Context: an optimization exercise on an open-source flow, tuned for a short achievable clock period and few clock cycles per item. The choices shown serve that exercise and are no tape-out recipe.
The RTL was checked by simulation tests, not by an equivalence proof against the original design.
Power is estimated from default activity; no workload was simulated.

==> design.v <==
`timescale 1ns/1ps
package core_pkg;
    localparam int data_w = 32;
    localparam int rob_id_w = 4;
    typedef logic [data_w-1:0] data_t;
    typedef logic [rob_id_w-1:0] rob_id_t;
    localparam rob_id_t no_rob = '0;
    typedef struct packed {
        logic    valid;
        rob_id_t rob_id;
        data_t   value;
    } cdb_t;
endpackage
`timescale 1ns/1ps
package lsq_pkg;
    localparam int lsb_size = 8;
    localparam int lsb_idx_w = 3;
    localparam int lsb_cnt_w = 4;
    localparam int full_margin = 2;
    localparam int mem_words = 64;
    localparam int mem_addr_w = $clog2(mem_words);
    typedef logic [lsb_idx_w-1:0] lsb_idx_t;
    typedef logic [lsb_cnt_w-1:0] lsb_cnt_t;
    typedef enum logic [2:0] {
        op_lb,
        op_lh,
        op_lw,
        op_lbu,
        op_lhu,
        op_sb,
        op_sh,
        op_sw
    } mem_op_e;
    typedef struct packed {
        mem_op_e           op;
        logic [31:0]       v1;
        logic [3:0]        q1;
        logic [31:0]       v2;
        logic [3:0]        q2;
        logic [31:0]       imm;
        logic [3:0]        rob_id;
    } dispatch_t;
    typedef struct packed {
        logic              busy;
        logic              committed;
        mem_op_e           op;
        logic [31:0]       v1;
        logic [3:0]        q1;
        logic [31:0]       v2;
        logic [3:0]        q2;
        logic [31:0]       imm;
        logic [3:0]        rob_id;
    } lsb_entry_t;
    localparam int entry_w = 113;
    typedef struct packed {
        mem_op_e           op;
        logic [31:0]       addr;
        logic [31:0]       data;
        logic [3:0]        rob_id;
    } mem_req_t;
endpackage
`timescale 1ns/1ps
module lsb_dispatch (
    input  logic                         clk,
    input  logic                         reset,
    input  logic                         disp_valid,
    input  lsq_pkg::dispatch_t           disp,
    input  core_pkg::cdb_t               rs_cdb1,
    input  core_pkg::cdb_t               rs_cdb2,
    input  core_pkg::cdb_t               ls_cdb,
    input  logic                         issue_fire,
    input  logic                         rollback,
    input  lsq_pkg::lsb_idx_t            rollback_tail,
    input  lsq_pkg::lsb_cnt_t            rollback_count,
    output logic [lsq_pkg::lsb_size-1:0] alloc_en,
    output lsq_pkg::lsb_entry_t          new_entry,
    output logic                         full
);
    lsq_pkg::lsb_idx_t tail;
    lsq_pkg::lsb_cnt_t count;
    logic     write;
    logic [2:0]       bus_valid;
    logic [2:0][3:0]  bus_tag;
    logic [2:0][31:0] bus_value;
    assign bus_valid = {ls_cdb.valid, rs_cdb2.valid, rs_cdb1.valid};
    assign bus_tag = {ls_cdb.rob_id, rs_cdb2.rob_id, rs_cdb1.rob_id};
    assign bus_value = {ls_cdb.value, rs_cdb2.value, rs_cdb1.value};
    assign write = disp_valid && !rollback;
    always_comb begin
        alloc_en = '0;
        alloc_en[tail] = write;
    end
    always_comb begin
        new_entry.busy = 1'b1;
        new_entry.committed = 1'b0;
        new_entry.op = disp.op;
        new_entry.imm = disp.imm;
        new_entry.rob_id = disp.rob_id;
        new_entry.v1 = disp.v1;
        new_entry.q1 = disp.q1;
        new_entry.v2 = disp.v2;
        new_entry.q2 = disp.q2;
        for (int b = 0; b < 3; b++) begin
            if (bus_valid[b] && disp.q1 != core_pkg::no_rob && bus_tag[b] == disp.q1) begin
                new_entry.v1 = bus_value[b];
                new_entry.q1 = core_pkg::no_rob;
            end
            if (bus_valid[b] && disp.q2 != core_pkg::no_rob && bus_tag[b] == disp.q2) begin
                new_entry.v2 = bus_value[b];
                new_entry.q2 = core_pkg::no_rob;
            end
        end
    end
    always_ff @(posedge clk) begin
        if (reset) begin
            tail <= '0;
            count <= '0;
        end else if (rollback) begin
            tail <= rollback_tail;
            count <= rollback_count;
        end else begin
            if (write) begin
                tail <= tail + 1'b1;
            end
            case ({write, issue_fire})
                2'b10: count <= count + 1'b1;
                2'b01: count <= count - 1'b1;
                default: count <= count;
            endcase
        end
    end
    assign full = count >= lsq_pkg::lsb_cnt_t'(lsq_pkg::lsb_size - lsq_pkg::full_margin);
endmodule
`timescale 1ns/1ps
module lsb_slot (
    input  logic                clk,
    input  logic                reset,
    input  logic                alloc,
    input  lsq_pkg::lsb_entry_t new_entry,
    input  logic                clear,
    input  core_pkg::cdb_t      rs_cdb1,
    input  core_pkg::cdb_t      rs_cdb2,
    input  core_pkg::cdb_t      ls_cdb,
    input  logic                commit_valid,
    input  core_pkg::rob_id_t   commit_rob_id,
    output lsq_pkg::lsb_entry_t entry
);
    logic [2:0]       bus_valid;
    logic [2:0][3:0]  bus_tag;
    logic [2:0][31:0] bus_value;
    logic wait1;
    logic wait2;
    assign bus_valid = {ls_cdb.valid, rs_cdb2.valid, rs_cdb1.valid};
    assign bus_tag = {ls_cdb.rob_id, rs_cdb2.rob_id, rs_cdb1.rob_id};
    assign bus_value = {ls_cdb.value, rs_cdb2.value, rs_cdb1.value};
    assign wait1 = entry.q1 != core_pkg::no_rob;
    assign wait2 = entry.q2 != core_pkg::no_rob;
    always_ff @(posedge clk) begin
        if (reset) begin
            entry.busy <= 1'b0;
            entry.committed <= 1'b0;
        end else if (alloc) begin
            entry <= new_entry;
        end else if (clear) begin
            entry.busy <= 1'b0;
            entry.committed <= 1'b0;
        end else if (entry.busy) begin
            for (int b = 0; b < 3; b++) begin
                if (wait1 && bus_valid[b] && bus_tag[b] == entry.q1) begin
                    entry.v1 <= bus_value[b];
                    entry.q1 <= core_pkg::no_rob;
                end
                if (wait2 && bus_valid[b] && bus_tag[b] == entry.q2) begin
                    entry.v2 <= bus_value[b];
                    entry.q2 <= core_pkg::no_rob;
                end
            end
            if (commit_valid && commit_rob_id == entry.rob_id) begin
                entry.committed <= 1'b1;
            end
        end
    end
endmodule
`timescale 1ns/1ps
module lsb_issue (
    input  logic                         clk,
    input  logic                         reset,
    input  logic [lsq_pkg::lsb_size*lsq_pkg::entry_w-1:0] entries,
    input  logic                         mem_busy,
    input  logic                         rollback,
    output logic [lsq_pkg::lsb_size-1:0] clear,
    output logic                         issue_fire,
    output logic                         req_valid,
    output lsq_pkg::mem_req_t            req,
    output lsq_pkg::lsb_idx_t            rollback_tail,
    output lsq_pkg::lsb_cnt_t            rollback_count
);
    lsq_pkg::lsb_idx_t            head;
    lsq_pkg::lsb_entry_t          head_entry;
    logic                head_is_load;
    logic                head_ready;
    logic                store_found;
    lsq_pkg::lsb_idx_t            store_off;
    logic [lsq_pkg::lsb_size-1:0] discard;
    logic [lsq_pkg::lsb_size-1:0] ent_busy;
    logic [lsq_pkg::lsb_size-1:0] ent_committed;
    logic [lsq_pkg::lsb_size-1:0] ent_store;
    for (genvar g = 0; g < lsq_pkg::lsb_size; g++) begin : g_fields
        lsq_pkg::lsb_entry_t e;
        assign e = entries[g*lsq_pkg::entry_w +: lsq_pkg::entry_w];
        assign ent_busy[g] = e.busy;
        assign ent_committed[g] = e.committed;
        assign ent_store[g] = e.op >= lsq_pkg::op_sb;
    end
    assign head_entry = entries[head*lsq_pkg::entry_w +: lsq_pkg::entry_w];
    assign head_is_load = head_entry.op <= lsq_pkg::op_lhu;
    assign head_ready = head_entry.busy
                        && head_entry.q1 == core_pkg::no_rob
                        && head_entry.q2 == core_pkg::no_rob
                        && (head_is_load || head_entry.committed);
    assign issue_fire = head_ready && !mem_busy && !rollback;
    always_comb begin
        lsq_pkg::lsb_idx_t idx;
        store_found = 1'b0;
        store_off = '0;
        for (int k = 0; k < lsq_pkg::lsb_size; k++) begin
            idx = head + lsq_pkg::lsb_idx_t'(k);
            if (ent_busy[idx] && ent_committed[idx] && ent_store[idx]) begin
                store_found = 1'b1;
                store_off = lsq_pkg::lsb_idx_t'(k);
            end
        end
    end
    always_comb begin
        for (int i = 0; i < lsq_pkg::lsb_size; i++) begin
            discard[i] = ent_busy[i] && !(ent_committed[i] && ent_store[i]);
        end
    end
    assign rollback_tail = store_found ? head + store_off + 1'b1 : head;
    assign rollback_count = store_found ? lsq_pkg::lsb_cnt_t'(store_off) + 1'b1 : '0;
    always_comb begin
        clear = rollback ? discard : '0;
        if (issue_fire) begin
            clear[head] = 1'b1;
        end
    end
    always_ff @(posedge clk) begin
        if (reset) begin
            head <= '0;
            req_valid <= 1'b0;
        end else begin
            req_valid <= issue_fire;
            if (issue_fire) begin
                head <= head + 1'b1;
            end
        end
    end
    always_ff @(posedge clk) begin
        if (issue_fire) begin
            req.op <= head_entry.op;
            req.addr <= head_entry.v1 + head_entry.imm;
            req.data <= head_entry.v2;
            req.rob_id <= head_entry.rob_id;
        end
    end
endmodule
`timescale 1ns/1ps
module mem_unit (
    input  logic              clk,
    input  logic              reset,
    input  logic              req_valid,
    input  lsq_pkg::mem_req_t req,
    output logic              mem_busy,
    output core_pkg::cdb_t    ls_cdb
);
    logic [lsq_pkg::mem_words-1:0][31:0] ram;
    logic [lsq_pkg::mem_addr_w-1:0] word_idx;
    logic [1:0]            offset;
    logic                  is_load;
    core_pkg::data_t                 rword;
    logic [7:0]            rbyte;
    logic [15:0]           rhalf;
    core_pkg::data_t                 load_val;
    core_pkg::data_t                 wdata;
    logic [3:0]            wmask;
    assign word_idx = req.addr[lsq_pkg::mem_addr_w+1:2];
    assign offset = req.addr[1:0];
    assign is_load = req.op <= lsq_pkg::op_lhu;
    assign rword = ram[word_idx];
    assign rbyte = rword[8*offset +: 8];
    assign rhalf = offset[1] ? rword[31:16] : rword[15:0];
    always_comb begin
        case (req.op)
            lsq_pkg::op_lb: load_val = {{24{rbyte[7]}}, rbyte};
            lsq_pkg::op_lh: load_val = {{16{rhalf[15]}}, rhalf};
            lsq_pkg::op_lbu: load_val = {24'b0, rbyte};
            lsq_pkg::op_lhu: load_val = {16'b0, rhalf};
            default: load_val = rword;
        endcase
    end
    always_comb begin
        case (req.op)
            lsq_pkg::op_sb: begin
                wdata = {4{req.data[7:0]}};
                wmask = 4'b0001 << offset;
            end
            lsq_pkg::op_sh: begin
                wdata = {2{req.data[15:0]}};
                wmask = offset[1] ? 4'b1100 : 4'b0011;
            end
            default: begin
                wdata = req.data;
                wmask = 4'b1111;
            end
        endcase
    end
    always_ff @(posedge clk) begin
        if (reset) begin
            mem_busy <= 1'b0;
            ls_cdb <= '0;
            for (int i = 0; i < lsq_pkg::mem_words; i++) begin
                ram[i] <= '0;
            end
        end else begin
            mem_busy <= req_valid;
            ls_cdb.valid <= req_valid;
            ls_cdb.rob_id <= req.rob_id;
            ls_cdb.value <= is_load ? load_val : '0;
            if (req_valid && !is_load) begin
                for (int b = 0; b < 4; b++) begin
                    if (wmask[b]) begin
                        ram[word_idx][8*b +: 8] <= wdata[8*b +: 8];
                    end
                end
            end
        end
    end
endmodule
`timescale 1ns/1ps
module lsb_top (
    input  logic               clk,
    input  logic               reset,
    input  logic               disp_valid,
    input  lsq_pkg::dispatch_t disp,
    input  core_pkg::cdb_t     rs_cdb1,
    input  core_pkg::cdb_t     rs_cdb2,
    input  logic               commit_valid,
    input  core_pkg::rob_id_t  commit_rob_id,
    input  logic               rollback,
    output logic               full,
    output core_pkg::cdb_t     ls_cdb
);
    logic [lsq_pkg::lsb_size-1:0] alloc_en;
    logic [lsq_pkg::lsb_size-1:0] clear;
    lsq_pkg::lsb_entry_t          new_entry;
    logic [lsq_pkg::lsb_size*lsq_pkg::entry_w-1:0] entries;
    logic                issue_fire;
    logic                req_valid;
    lsq_pkg::mem_req_t            req;
    logic                mem_busy;
    lsq_pkg::lsb_idx_t            rollback_tail;
    lsq_pkg::lsb_cnt_t            rollback_count;
    lsb_dispatch u_dispatch (
        .clk(clk),
        .reset(reset),
        .disp_valid(disp_valid),
        .disp(disp),
        .rs_cdb1(rs_cdb1),
        .rs_cdb2(rs_cdb2),
        .ls_cdb(ls_cdb),
        .issue_fire(issue_fire),
        .rollback(rollback),
        .rollback_tail(rollback_tail),
        .rollback_count(rollback_count),
        .alloc_en(alloc_en),
        .new_entry(new_entry),
        .full(full)
    );
    for (genvar i = 0; i < lsq_pkg::lsb_size; i++) begin : g_slot
        lsb_slot u_slot (
            .clk(clk),
            .reset(reset),
            .alloc(alloc_en[i]),
            .new_entry(new_entry),
            .clear(clear[i]),
            .rs_cdb1(rs_cdb1),
            .rs_cdb2(rs_cdb2),
            .ls_cdb(ls_cdb),
            .commit_valid(commit_valid),
            .commit_rob_id(commit_rob_id),
            .entry(entries[i*lsq_pkg::entry_w +: lsq_pkg::entry_w])
        );
    end
    lsb_issue u_issue (
        .clk(clk),
        .reset(reset),
        .entries(entries),
        .mem_busy(mem_busy),
        .rollback(rollback),
        .clear(clear),
        .issue_fire(issue_fire),
        .req_valid(req_valid),
        .req(req),
        .rollback_tail(rollback_tail),
        .rollback_count(rollback_count)
    );
    mem_unit u_mem (
        .clk(clk),
        .reset(reset),
        .req_valid(req_valid),
        .req(req),
        .mem_busy(mem_busy),
        .ls_cdb(ls_cdb)
    );
endmodule
==> run.sh <==
#!/bin/bash
# synth_recipe.tcl (not shown) runs the flow's synth.tcl, then flattens the netlist and writes it again
# the make line also repeats each setting of config.mk as NAME=value (left out here)
make -C /OpenROAD-flow-scripts/flow DESIGN_CONFIG=/design/flow/config.mk WORK_HOME=/design/flow/orfs CLKGATE_MAP_FILE= SYNTH_SCRIPT=/design/flow/synth_recipe.tcl finish
==> config.mk <==
export PLATFORM = sky130hd
export DESIGN_NAME = lsb_top
export DESIGN_NICKNAME = lsb_top
export VERILOG_FILES = /design/flow/design.v
export SDC_FILE = /design/flow/constraint.sdc
export NUM_CORES = 4
export LEC_CHECK = 0
export CAP_MARGIN = 20
export CORE_MARGIN = 2
export CORE_UTILIZATION = 45
export SLEW_MARGIN = 20
==> constraint.sdc <==
create_clock -name core_clock -period 10.0 [get_ports {clk}]
set_input_delay 2.0000 -clock core_clock [delete_from_list [all_inputs] [get_ports {clk}]]
set_output_delay 2.0000 -clock core_clock [all_outputs]
set_load 0.01 [all_outputs]
==> impl_metrics.json <==
{
  "yosysWarnings": 4,
  "ys_seq_area_share_pct": 46.4,
  "worst_pin_slew_ns": 1.32,
  "max_freq_mhz": 165,
  "vias": 110000,
  "first_pass_iters": 9,
  "die_w_um": 535,
  "min_path_type": "reg -> reg",
  "post_drt_wl_per_cell_um": 30.4,
  "slowest_delay_ns": 0.72,
  "start_util_pct": 45.3,
  "antenna_found_initial": 30,
  "place.gp.congestion": 0.957,
  "power.total_w": 0.0231,
  "die_y_um": 535,
  "worst-path-max-fanout": 69,
  "path_delay_family": "buffers and inverters",
  "hold_start": "u_mem.ram[1696]",
  "r2r_end": "u_mem.ram[774]",
  "fin_nets": 12900,
  "synth_nets": 13400,
  "rsz0062_at_grt": "false",
  "clk_path_buf_depth": 4,
  "slew_violations": 0,
  "portBuffers": 183,
  "synth.ff_latch_count": 2663,
  "synth_edf_count": 551,
  "syn_avg_cell_area_um2": 9.58,
  "cp.depth": 13,
  "first_global_vias": 103000,
  "drt_iter0_markers": 16700,
  "fin_hold_ws_ns": 0.453,
  "path_buf_inv": 5,
  "maxCapViolCount": 0,
  "path_cells": "buf_4 -> buf_4 -> nor2_1 -> nand2_1 -> inv_1 -> ha_1 -> nand3_1 -> nor2_4 -> buf_4 -> buf_4 -> and2_1 -> mux2i_1 -> nor2_1",
  "drive_gt1_share_pct": 11.9,
  "ir_drop_mv": 0.153,
  "numCtsBuffers": 298,
  "crit_path_start_kind": "flop",
  "regArea_um2": 58800,
  "cts_tree": "yes",
  "path_class": "reg -> reg",
  "grt_pass1_wl_um": 722000,
  "ctsHoldBuffers": 0,
  "fp-row-count": 194,
  "cts_resized": 0,
  "cellPowerDensity_nw_per_um2": 164,
  "worstReg2RegStart": "u_issue.req[38]",
  "setup.worst_path.end_class": "flop",
  "netlist_instances": 13200,
  "setup_viol": 0,
  "multi_input_area_um2": 63100,
  "fin_crit_ns": 6.05,
  "wl_um": 505000,
  "grt_max_degree": 223,
  "post_cts_buffers": 0,
  "cp.arrival_ns": 6.80,
  "layout_common_cells": "dfxtp_1 (2109), nor2_1 (1935), a22oi_1 (1589), nand2_1 (1574), mux4_2 (609)",
  "io_pins": 232,
  "synth_top_area_share_pct": 33.4,
  "async_reset_ff_share_pct": 0,
  "ys_types": 80,
  "cts_sinks": 2663,
  "synthTopCellsByArea": "dfxtp_1 (33%), edfxtp_1 (13%), mux4_2 (11%)",
  "hold_end": "u_mem.ram[1696]",
  "whs_path_depth": 2,
  "slew_headroom_pct": 11.7,
  "r2r_cells": 13,
  "hold_viol": 0,
  "synth_top_area_cell": "dfxtp_1",
  "fin_worst_skew_ns": 0.0573,
  "worstPathRequired_ns": 10.75,
  "fin_tns_setup_ns": 0,
  "n_fill_cell": 25000,
  "postRouteAntennaNets": 0,
  "synth_flop_cell": "dfxtp_1",
  "status": "timing/DRC/antenna clean",
  "grt_usage_pct": 34.0,
  "finalCritPeriodShare_pct": 60.5,
  "dieArea_um2": 286000,
  "syn_area_um2": 127000,
  "area_growth_pct": 11.0,
  "gr-total-overflow": 0,
  "ctsRootBufferMaster": "clkbuf_16",
  "layout_commonest_cell": "dfxtp_1",
  "htree_levels": 5,
  "design_area_um2": 141000,
  "p_leak_nw": 48.0,
  "path_clk_slew_ns": 0.06,
  "layout_setup_ws_ns": 3.95,
  "regToRegSetupSlack_ns": 3.95,
  "clkLatencyLatePin_ns": 0.95,
  "via_per_inst": 6.64,
  "drc": 0,
  "postPlaceCellArea_um2": 131000,
  "design.core.area_um2": 280000,
  "path_common_cell": "buf_4",
  "crit_slowest_cell": "nand2_1",
  "dp_hpwl_um": 320000,
  "dp_slack_ns": 3.99
}
-- registers in the layout (all words and copies together) (netlist names) --
register and count:
u_mem.ram 2048, u_issue.req 47, u_mem.ls_cdb 37, g_slot.u_slot.entry 520, u_dispatch.count 4, u_dispatch.tail 3
u_issue.req_valid 1, u_issue.head 3
-- power by group --
group | switching [W] | internal (W)
sequential | 0.0000113 | 0.0110
clock | 0.00473 | 0.00669
combinational | 0.000474 | 0.000218
-- metal layers --
layer,routed length (µm),global-route usage [%]
met1,189000,43.9
met2,222000,51.5
met3,60800,8.83
met4,33300,19.5
met5,169,0
-- worst register-to-register path: cells and delay by family (launching register included) --
family        cells  cell delay [ns]
fa+ha+maj         1             0.36
buf+inv           5             2.55
flops             1             0.35
mux               1             0.26
simple gates      6             2.38
-- kinds of logic (layout without fill, tap and decap cells) --
family | Yosys count | after routing | synth area share (%)
AOI/OAI and AO/OA | 3212 | 3212 | 16.8
xor gates and xnor gates | 227 | 227 | 1.57
adders and majority gates | 29 | 29 | 0.304
buffers and inverters | 1341 | 1007 | 4.35
DFF | 2663 | 2663 | 46.4
muxes | 1236 | 1236 | 15.8
other | 0 | 18 | 0
and+or+nand+nor | 4518 | 4518 | 14.7
-- area by class of cell --
| type | count | share of cell area, % |
|---|---|---|
| Timing Repair Buffer | 432 | 2.76 |
| Inverter | 38 | 0.105 |
| Sequential cell | 2663 | 41.8 |
| Tap cell | 3724 | 3.31 |
| Clock inverter | 115 | 0.985 |
| Multi-Input combinational cell | 9222 | 44.8 |
| Antenna cell | 18 | 0.0320 |
| Clock buffer | 422 | 6.18 |
-- through the flow --
stage / cells / utilization (%)
after floorplan: 13200 / -
after global placement: 16100 / 46.6
after detailed placement: 16100 / 46.6
after CTS: 16600 / 50.2
after global routing: 16600 / 50.3
final: 16600 / 50.3
-- how the worst max path moves through the flow --
stage                     from                         end  slack (ns)
2_1_floorplan      rs_cdb2[32]  g_slot[2].u_slot.entry[36]        3.26
3_3_place_gp        disp_valid  g_slot[4].u_slot.entry[64]        4.11
3_5_place_dp       rs_cdb1[36]  g_slot[0].u_slot.entry[81]        3.99
4_1_cts        u_issue.req[38]              u_mem.ram[774]        4.08
5_1_grt        u_issue.req[38]              u_mem.ram[774]        3.68
6_report       u_issue.req[38]              u_mem.ram[774]        3.95
-- synthesized netlist by cell type (7+ instances only) --
cell type  count
o211ai_1     199
and3_1        38
and2_1        47
nor2_2        13
edfxtp_1     551
mux4_2       609
a22oi_1     1589
dfxtp_1     2112
o221ai_1       7
ha_1          26
nand3b_1       7
o21ai_0      523
a31oi_1       28
buf_1        111
mux2_2        27
inv_1         32
xnor2_1      129
a22o_1         7
o21ai_1       30
a21oi_1      586
buf_4         40
nor2_1      2006
and4_1         7
o21a_1         7
a211oi_1      57
nor4_1        23
o22ai_1       58
nand3_1      539
a221oi_1      15
nor2b_1       33
buf_6         23
a21o_1         9
clkbuf_1    1000
a32oi_1       25
nand2b_1      20
o2111ai_1     18
nor3_1       111
buf_2        129
mux2i_1      596
xor2_1        97
nand2_1     1577
o22a_1        13
nand4_1       45
or4_1         17
Testbench counts, summed over its fixed seeds: cycles 5,941, items 2,109.

## re-timing with driven ports
No port has a modelled driver above. Below, the same layout with a new extraction and two added sets of constraints.
Step 1 sets driving cells, clkbuf_16 on the clock port and buf_2 on the other inputs (assumed; they add their load-dependent delay and slew).
Step 2 also shifts input and output timing later by t, the mid clock arrival at the registers, as if the neighbouring blocks saw the same clock.
Three values: ideal ports, drivers, drivers and shift; two values: the first two.
shift t [ns]: 1.022
setup slack, ns: 3.949 / 3.949 / 3.916
worst hold slack (ns): 0.453 / 0.453 / 0.453
worst setup path after step 2: input to register
latest minus earliest clock arrival (ns): 0.061 / 0.061
After both steps setup and hold are still met in this run. For this run, drivers alone change the setup slack by 0.000 ns; drivers and shift together by -0.033 ns.
